Source: an optimization exercise on an open RTL-to-GDS flow (aim: small area, a short achievable clock period and few clock cycles per item). Production flows keep margins and buffers that such runs may drop. The RTL was checked by simulation tests, not by an equivalence proof against the original design. No activity file was given, so power comes from the tool's default toggle rates.

## the baseline
==> module gf_mac_array, before the edit <==
module gf_mac_array (
	input logic clk,
	input logic [319:0] a,
	input logic [319:0] b,
	output logic [15:0] c
);
	localparam int N = 40;
	logic [26:0] ap [N];
	logic [26:0] bp [N];
	logic [26:0] h [2][2];
	logic [26:0] h_q [2][2];
	logic [26:0] d [2];
	for (genvar i = 0; i < N; i++) begin : g_pre
		gf_kpre u_pa (.a(a[8*i +: 8]), .p(ap[i]));
		gf_kpre u_pb (.a(b[8*i +: 8]), .p(bp[i]));
	end
	logic [26:0] t [2][64];
	always_comb begin
		for (int r = 0; r < 2; r++) begin
			for (int i = 0; i < 64; i++)
				t[r][i] = (i < N) ? (ap[i] & bp[(r - i + N) % N]) : '0;
			for (int w = 32; w >= 2; w = w / 2)
				for (int k = 0; k < w; k++)
					t[r][k] = t[r][2*k] ^ t[r][2*k+1];
			h[r][0] = t[r][0];
			h[r][1] = t[r][1];
		end
	end
	always_ff @(posedge clk) begin
		h_q[0][0] <= h[0][0];
		h_q[0][1] <= h[0][1];
		h_q[1][0] <= h[1][0];
		h_q[1][1] <= h[1][1];
	end
	always_comb begin
		d[0] = h_q[0][0] ^ h_q[0][1];
		d[1] = h_q[1][0] ^ h_q[1][1];
	end
	for (genvar r = 0; r < 2; r++) begin : g_post
		gf_kpost u_post (.d(d[r]), .p(c[8*r +: 8]));
	end
endmodule
Settings: LEC_CHECK=0, ABC_CLOCK_PERIOD_IN_PS=3500, CAP_MARGIN=20, CORE_MARGIN=2, CORE_UTILIZATION=25, PLACE_DENSITY=0.4, SETUP_SLACK_MARGIN=3.4, SLEW_MARGIN=20; clock period 7.0 ns.
standard.sh (not shown) runs the stock make flow with config.mk's settings and CLKGATE_MAP_FILE= SYNTH_SCRIPT=/design/flow/synth_recipe.tcl, a recipe that flattens the netlist after the stock synthesis.
==> flow/flow/run.sh <==
#!/bin/bash
# The standard layout, except that the port buffers are buf_4 cells
# rather than the delay-buffer cells buffer_ports picks by default.
set -euo pipefail
export BUFFER_PORTS_ARGS="-buffer_cell sky130_fd_sc_hd__buf_4"
bash standard.sh > layout.log 2>&1
Testbench counts of the baseline, summed over its fixed seeds: cycles 2,208, runs 48.
Modified inputs, the candidate compared to the baseline
diff --git a/flow/design.v b/flow/design.v
--- a/flow/design.v
+++ b/flow/design.v
@@ -81,38 +81,38 @@
 	output logic [15:0] c
 );
 	localparam int N = 40;
 	logic [26:0] ap [N];
 	logic [26:0] bp [N];
-	logic [26:0] h [2][2];
-	logic [26:0] h_q [2][2];
+	logic [26:0] h [2][3];
+	logic [26:0] h_q [2][3];
 	logic [26:0] d [2];
 	for (genvar i = 0; i < N; i++) begin : g_pre
 		gf_kpre u_pa (.a(a[8*i +: 8]), .p(ap[i]));
 		gf_kpre u_pb (.a(b[8*i +: 8]), .p(bp[i]));
 	end
 	logic [26:0] t [2][64];
 	always_comb begin
 		for (int r = 0; r < 2; r++) begin
 			for (int i = 0; i < 64; i++)
 				t[r][i] = (i < N) ? (ap[i] & bp[(r - i + N) % N]) : '0;
-			for (int w = 32; w >= 2; w = w / 2)
+			for (int w = 32; w >= 4; w = w / 2)
 				for (int k = 0; k < w; k++)
 					t[r][k] = t[r][2*k] ^ t[r][2*k+1];
 			h[r][0] = t[r][0];
 			h[r][1] = t[r][1];
+			h[r][2] = t[r][2];
 		end
 	end
 	always_ff @(posedge clk) begin
-		h_q[0][0] <= h[0][0];
-		h_q[0][1] <= h[0][1];
-		h_q[1][0] <= h[1][0];
-		h_q[1][1] <= h[1][1];
-	end
-	always_comb begin
-		d[0] = h_q[0][0] ^ h_q[0][1];
-		d[1] = h_q[1][0] ^ h_q[1][1];
+		for (int r = 0; r < 2; r++)
+			for (int k = 0; k < 3; k++)
+				h_q[r][k] <= h[r][k];
+	end
+	always_comb begin
+		d[0] = h_q[0][0] ^ h_q[0][1] ^ h_q[0][2];
+		d[1] = h_q[1][0] ^ h_q[1][1] ^ h_q[1][2];
 	end
 	for (genvar r = 0; r < 2; r++) begin : g_post
 		gf_kpost u_post (.d(d[r]), .p(c[8*r +: 8]));
 	end
 endmodule
## What came out
- No stage failed in the candidate, and the final checks on the layout all came back clean.
- The candidate against the baseline: number of fill cells has increased; global-route usage has decreased; final design instance area without fill has decreased.
- | clock network power share | lower: the candidate |
- [compare] base=the baseline new=the candidate: fmax now smaller, largest net degree at the start of global routing now larger, number of resized instances in the post-cts repair step now smaller.
- In the tables for the candidate and the baseline, core occupancy in the finished layout reads lower with the candidate.
- In the candidate, count of clock-buffer cells in the layout is lower than in the baseline.
- The candidate drops fewer vias than the baseline.
Testbench counts of the candidate, summed over its fixed seeds: cycles 2,208, runs 48.

---

main:
The RTL this note starts from:
==> flow/design.v <==
package polymul_pkg;
	localparam int GF_M = 8;                           
	localparam logic [GF_M-1:0] FIELD_POLY = 8'h1B;   
	localparam int COEFS = 5;                          
	localparam int DEPTH = 8;                          
	localparam int ADDR_W = 3;
	localparam int WORD_W = COEFS * GF_M;
	localparam int STEPS = DEPTH * DEPTH;              
	localparam int BUS_ADR_W = 5;                      
	localparam logic [1:0] REGION_A = 2'd0;
	localparam logic [1:0] REGION_B = 2'd1;
	localparam logic [1:0] REGION_C = 2'd2;
	localparam logic [1:0] REGION_CTRL = 2'd3;
	localparam int STAT_BUSY = 0;                      
	localparam int STAT_DONE = 1;
	typedef logic [GF_M-1:0] coef_t;
	typedef union packed {
		logic [WORD_W-1:0] raw;
		coef_t [COEFS-1:0] coef;
	} poly_word_u;
	typedef struct packed {
		logic cyc;
		logic stb;
		logic we;
		logic [BUS_ADR_W-1:0] adr;
		logic [WORD_W-1:0] dat;
	} wb_req_t;
	typedef struct packed {
		logic ack;
		logic [WORD_W-1:0] dat;
	} wb_rsp_t;
	typedef struct packed {
		logic en;
		logic [ADDR_W-1:0] addr;
		poly_word_u data;
	} mem_wr_t;
endpackage
module gf_kpre (
	input logic [7:0] a,
	output logic [26:0] p
);
	function automatic logic [2:0] pre2(input logic [1:0] y);
		pre2 = {y[1] ^ y[0], y[1], y[0]};
	endfunction
	function automatic logic [8:0] pre4(input logic [3:0] x);
		pre4 = {pre2(x[3:2] ^ x[1:0]), pre2(x[3:2]), pre2(x[1:0])};
	endfunction
	assign p = {pre4(a[7:4] ^ a[3:0]), pre4(a[7:4]), pre4(a[3:0])};
endmodule
module gf_kpost (
	input logic [26:0] d,
	output logic [7:0] p
);
	function automatic logic [2:0] post2(input logic [2:0] e);
		post2 = {e[1], e[0] ^ e[1] ^ e[2], e[0]};
	endfunction
	function automatic logic [6:0] post4(input logic [8:0] e);
		logic [2:0] l, h, m;
		l = post2(e[2:0]);
		h = post2(e[5:3]);
		m = post2(e[8:6]);
		post4 = {4'b0, l} ^ {2'b0, m ^ l ^ h, 2'b0} ^ {h, 4'b0};
	endfunction
	logic [6:0] l, h, m;
	logic [14:0] w;
	always_comb begin
		l = post4(d[8:0]);
		h = post4(d[17:9]);
		m = post4(d[26:18]);
		w = {8'b0, l} ^ {4'b0, m ^ l ^ h, 4'b0} ^ {h, 8'b0};
		for (int i = 14; i >= 8; i--)
			if (w[i])
				w = w ^ (15'h11B << (i - 8));
		p = w[7:0];
	end
endmodule
module gf_mac_array (
	input logic clk,
	input logic [319:0] a,
	input logic [319:0] b,
	output logic [15:0] c
);
	localparam int N = 40;
	logic [26:0] ap [N];
	logic [26:0] bp [N];
	logic [26:0] h [2][5];
	logic [26:0] h_q [2][5];
	logic [26:0] d [2];
	for (genvar i = 0; i < N; i++) begin : g_pre
		gf_kpre u_pa (.a(a[8*i +: 8]), .p(ap[i]));
		gf_kpre u_pb (.a(b[8*i +: 8]), .p(bp[i]));
	end
	logic [26:0] t [2][64];
	always_comb begin
		for (int r = 0; r < 2; r++) begin
			for (int i = 0; i < 64; i++)
				t[r][i] = (i < N) ? (ap[i] & bp[(r - i + N) % N]) : '0;
			for (int w = 32; w >= 8; w = w / 2)
				for (int k = 0; k < w; k++)
					t[r][k] = t[r][2*k] ^ t[r][2*k+1];
			for (int k = 0; k < 5; k++)
				h[r][k] = t[r][k];
		end
	end
	always_ff @(posedge clk) begin
		for (int r = 0; r < 2; r++)
			for (int k = 0; k < 5; k++)
				h_q[r][k] <= h[r][k];
	end
	always_comb begin
		d[0] = h_q[0][0] ^ h_q[0][1] ^ h_q[0][2] ^ h_q[0][3] ^ h_q[0][4];
		d[1] = h_q[1][0] ^ h_q[1][1] ^ h_q[1][2] ^ h_q[1][3] ^ h_q[1][4];
	end
	for (genvar r = 0; r < 2; r++) begin : g_post
		gf_kpost u_post (.d(d[r]), .p(c[8*r +: 8]));
	end
endmodule
module polymul_wb (
	input logic clk,
	input logic rst_b,
	input logic wb_cyc_i,
	input logic wb_stb_i,
	input logic wb_we_i,
	input logic [4:0] wb_adr_i,
	input logic [39:0] wb_dat_i,
	output logic wb_ack_o,
	output logic [39:0] wb_dat_o
);
	localparam logic [1:0] R_A = 2'd0, R_B = 2'd1, R_C = 2'd2, R_CTRL = 2'd3;
	localparam int LAST = 20;           
	logic [319:0] a_mem;
	logic [319:0] b_mem;
	logic [319:0] c_mem;
	logic [15:0] c_new;
	logic busy, done;
	logic [4:0] cnt;
	logic busy_n, done_n;
	logic req, start, hit, rot;
	logic [1:0] rg;
	logic [2:0] wd;
	logic [39:0] rdat;
	logic [1:0] t_rg;
	logic [2:0] t_wd;
	logic v;                            
	logic [1:0] p_rg;
	logic [2:0] p_wd;
	logic [4:0] m1, m0;                 
	logic [1:0] t_rg_n, p_rg_n;
	logic [2:0] t_wd_n, p_wd_n;
	logic v_n, load;
	logic [4:0] m1_n, m0_n;
	logic [39:0] p_data;
	logic [39:0] rdat_n;
	assign req = wb_cyc_i & wb_stb_i;
	assign rg = wb_adr_i[4:3];
	assign wd = wb_adr_i[2:0];
	assign hit = &((wb_adr_i & m1) | (~wb_adr_i & m0));
	assign start = req & wb_we_i & (rg == R_CTRL) & ~busy;
	assign rot = start | (busy & (cnt != 5'(LAST)));
	assign wb_ack_o = req & (wb_we_i | hit);
	assign wb_dat_o = rdat;
	always_comb begin
		busy_n = busy;
		done_n = done;
		if (!rst_b) begin
			busy_n = 1'b0;
			done_n = 1'b0;
		end else if (start) begin
			busy_n = 1'b1;
			done_n = 1'b0;
		end else if (busy && cnt == 5'(LAST)) begin
			busy_n = 1'b0;
			done_n = 1'b1;
		end
	end
	always_ff @(posedge clk) begin
		busy <= busy_n;
		done <= done_n;
		if (!rst_b || start)
			cnt <= 5'd1;
		else if (busy)
			cnt <= cnt + 1'b1;
	end
	always_ff @(posedge clk) begin
		for (int w = 0; w < 8; w++)
			if (req && wb_we_i && rg == R_A && wd == 3'(w) && !busy)
				a_mem[40*w +: 40] <= wb_dat_i;
	end
	logic b_shift;
	logic [319:0] b_rot;
	assign b_shift = busy | wb_adr_i[4];
	assign b_rot = {b_mem[15:0], b_mem[319:16]};
	always_ff @(posedge clk) begin
		for (int w = 0; w < 8; w++)
			if (rot || (req && wb_we_i && rg == R_B && wd == 3'(w) && !busy))
				b_mem[40*w +: 40] <= b_shift ? b_rot[40*w +: 40] : wb_dat_i;
	end
	gf_mac_array u_mac (
		.clk(clk),
		.a(a_mem),
		.b(b_mem),
		.c(c_new)
	);
	always_ff @(posedge clk) begin
		if (busy)
			c_mem <= {c_new, c_mem[319:16]};
	end
	always_comb begin
		t_rg_n = t_rg;
		t_wd_n = t_wd;
		v_n = v;
		p_rg_n = p_rg;
		p_wd_n = p_wd;
		load = 1'b0;
		if (!rst_b || (req && wb_we_i)) begin
			t_rg_n = R_CTRL;
			v_n = 1'b1;
			p_rg_n = R_C;
			p_wd_n = '0;
		end else if (req && !hit && v) begin
			v_n = 1'b0;
			p_rg_n = rg;
			p_wd_n = wd;
		end else if (!v || (req && hit && (t_rg != R_CTRL || rdat[1]))) begin
			load = 1'b1;
			t_rg_n = p_rg;
			t_wd_n = p_wd;
			v_n = 1'b1;
			if (p_rg == R_CTRL) begin
				p_rg_n = R_C;
				p_wd_n = '0;
			end else
				p_wd_n = p_wd + 1'b1;
		end
		case (p_rg)
			R_A: p_data = a_mem[40*p_wd +: 40];
			R_C: p_data = c_mem[40*p_wd +: 40];
			R_CTRL: p_data = {38'b0, done_n, busy_n};
			default: p_data = '0;
		endcase
		if (load)
			rdat_n = p_data;
		else if (t_rg_n == R_CTRL)
			rdat_n = {38'b0, done_n, busy_n};
		else
			rdat_n = rdat;
	end
	assign m1_n = v_n ? {t_rg_n, t_rg_n[0] ? 3'b111 : t_wd_n} : 5'b0;
	assign m0_n = v_n ? {~t_rg_n, t_rg_n[0] ? 3'b111 : ~t_wd_n} : 5'b0;
	always_ff @(posedge clk) begin
		t_rg <= t_rg_n;
		t_wd <= t_wd_n;
		v <= v_n;
		p_rg <= p_rg_n;
		p_wd <= p_wd_n;
		m1 <= m1_n;
		m0 <= m0_n;
		rdat <= rdat_n;
	end
endmodule
clock: 7.0 ns
lec_check: 0
abc_clock_period_in_ps: 3500
cap_margin: 30
core_margin: 2
core_utilization: 25
cts_buf_list: sky130_fd_sc_hd__clkbuf_8
place_density: 0.55
setup_slack_margin: 3.4
slew_margin: 30
Scripts as last shown in full above: flow/flow/run.sh
main finished end to end and its layout was clean on timing, DRC and antenna.
Testbench counts of main, summed over its fixed seeds: cycles 2,208, runs 48.
Relative to main, the following input files were edited for the feature branch:
--- a/flow/design.v
+++ b/flow/design.v
@@ -84,6 +84,6 @@
 	logic [26:0] ap [N];
 	logic [26:0] bp [N];
-	logic [26:0] h [2][5];
-	logic [26:0] h_q [2][5];
+	logic [26:0] h [2][3];
+	logic [26:0] h_q [2][3];
 	logic [26:0] d [2];
 	for (genvar i = 0; i < N; i++) begin : g_pre
@@ -96,19 +96,20 @@
 			for (int i = 0; i < 64; i++)
 				t[r][i] = (i < N) ? (ap[i] & bp[(r - i + N) % N]) : '0;
-			for (int w = 32; w >= 8; w = w / 2)
+			for (int w = 32; w >= 4; w = w / 2)
 				for (int k = 0; k < w; k++)
 					t[r][k] = t[r][2*k] ^ t[r][2*k+1];
-			for (int k = 0; k < 5; k++)
-				h[r][k] = t[r][k];
+			h[r][0] = t[r][0];
+			h[r][1] = t[r][1];
+			h[r][2] = t[r][2];
 		end
 	end
 	always_ff @(posedge clk) begin
 		for (int r = 0; r < 2; r++)
-			for (int k = 0; k < 5; k++)
+			for (int k = 0; k < 3; k++)
 				h_q[r][k] <= h[r][k];
 	end
 	always_comb begin
-		d[0] = h_q[0][0] ^ h_q[0][1] ^ h_q[0][2] ^ h_q[0][3] ^ h_q[0][4];
-		d[1] = h_q[1][0] ^ h_q[1][1] ^ h_q[1][2] ^ h_q[1][3] ^ h_q[1][4];
+		d[0] = h_q[0][0] ^ h_q[0][1] ^ h_q[0][2];
+		d[1] = h_q[1][0] ^ h_q[1][1] ^ h_q[1][2];
 	end
 	for (genvar r = 0; r < 2; r++) begin : g_post
## What came out
The feature branch: maximum clock path buffer count 1 above main. [the feature branch vs main] synthesized cell count: lower in the feature branch. The critical path class comes out reg -> reg in one run and in -> out in the other, namely in the feature branch and main respectively. The run showing the greater minimum period implied by the final worst setup slack is the feature branch. Measured against each other, main and the feature branch differ in critical path depth, the higher figure coming from the feature branch. Average wire per standard cell, main and the feature branch: higher on the feature branch. The lower number of standard cells in the final layout excluding fillers of main and the feature branch is in the feature branch. Die span in y down about 0.9% in the feature branch wrt main. Delta (the feature branch minus main): number of buffers inserted during clock tree synthesis lost 17, fraction of area in registers lost 1.8 points.
Testbench counts of the feature branch, summed over its fixed seeds: cycles 2,208, runs 48.

what the ideal ports hide:
In the flow no input, the clock included, has a driving cell. The finished layouts below were timed again as built, in two steps. Step 1 (the two cells are an assumption about what drives the block):
set clk [get_ports {clk}]
set_driving_cell -lib_cell sky130_fd_sc_hd__clkbuf_16 $clk
set_driving_cell -lib_cell sky130_fd_sc_hd__buf_2 [delete_from_list [all_inputs] $clk]
Step 2, shift: input delay + t, output delay - t, t = (earliest + latest rising clock arrival at the registers) / 2. This alone moves slack from input paths to output paths. Three values: ideal, step 1, step 2; two values: the first two.
| run | t (ns) | slack for setup (ns) | worst hold slack (ns) | worst register clock-pin slew, ns | worst data-port slew with drivers (ns) |
|---|---|---|---|---|---|
| the baseline | 1.035 | 3.093 / 3.093 / 2.179 | 0.430 / 0.430 / 0.430 | 0.07 / 0.07 | 0.12 |
| the candidate | 0.961 | 3.067 / 3.067 / 2.388 | 0.438 / 0.438 / 0.438 | 0.07 / 0.07 | 0.12 |
| main | 1.146 | 3.179 / 3.103 / 2.538 | 0.427 / 0.427 / 0.427 | 0.10 / 0.10 | 0.14 |
| the feature branch | 1.075 | 3.030 / 3.030 / 2.247 | 0.332 / 0.332 / 0.332 | 0.08 / 0.08 | 0.09 |
After both steps setup and hold are still met in every run listed. The setup slack of the baseline, which loses most, moves by 0.000 ns with the drivers and by -0.914 ns with both steps.
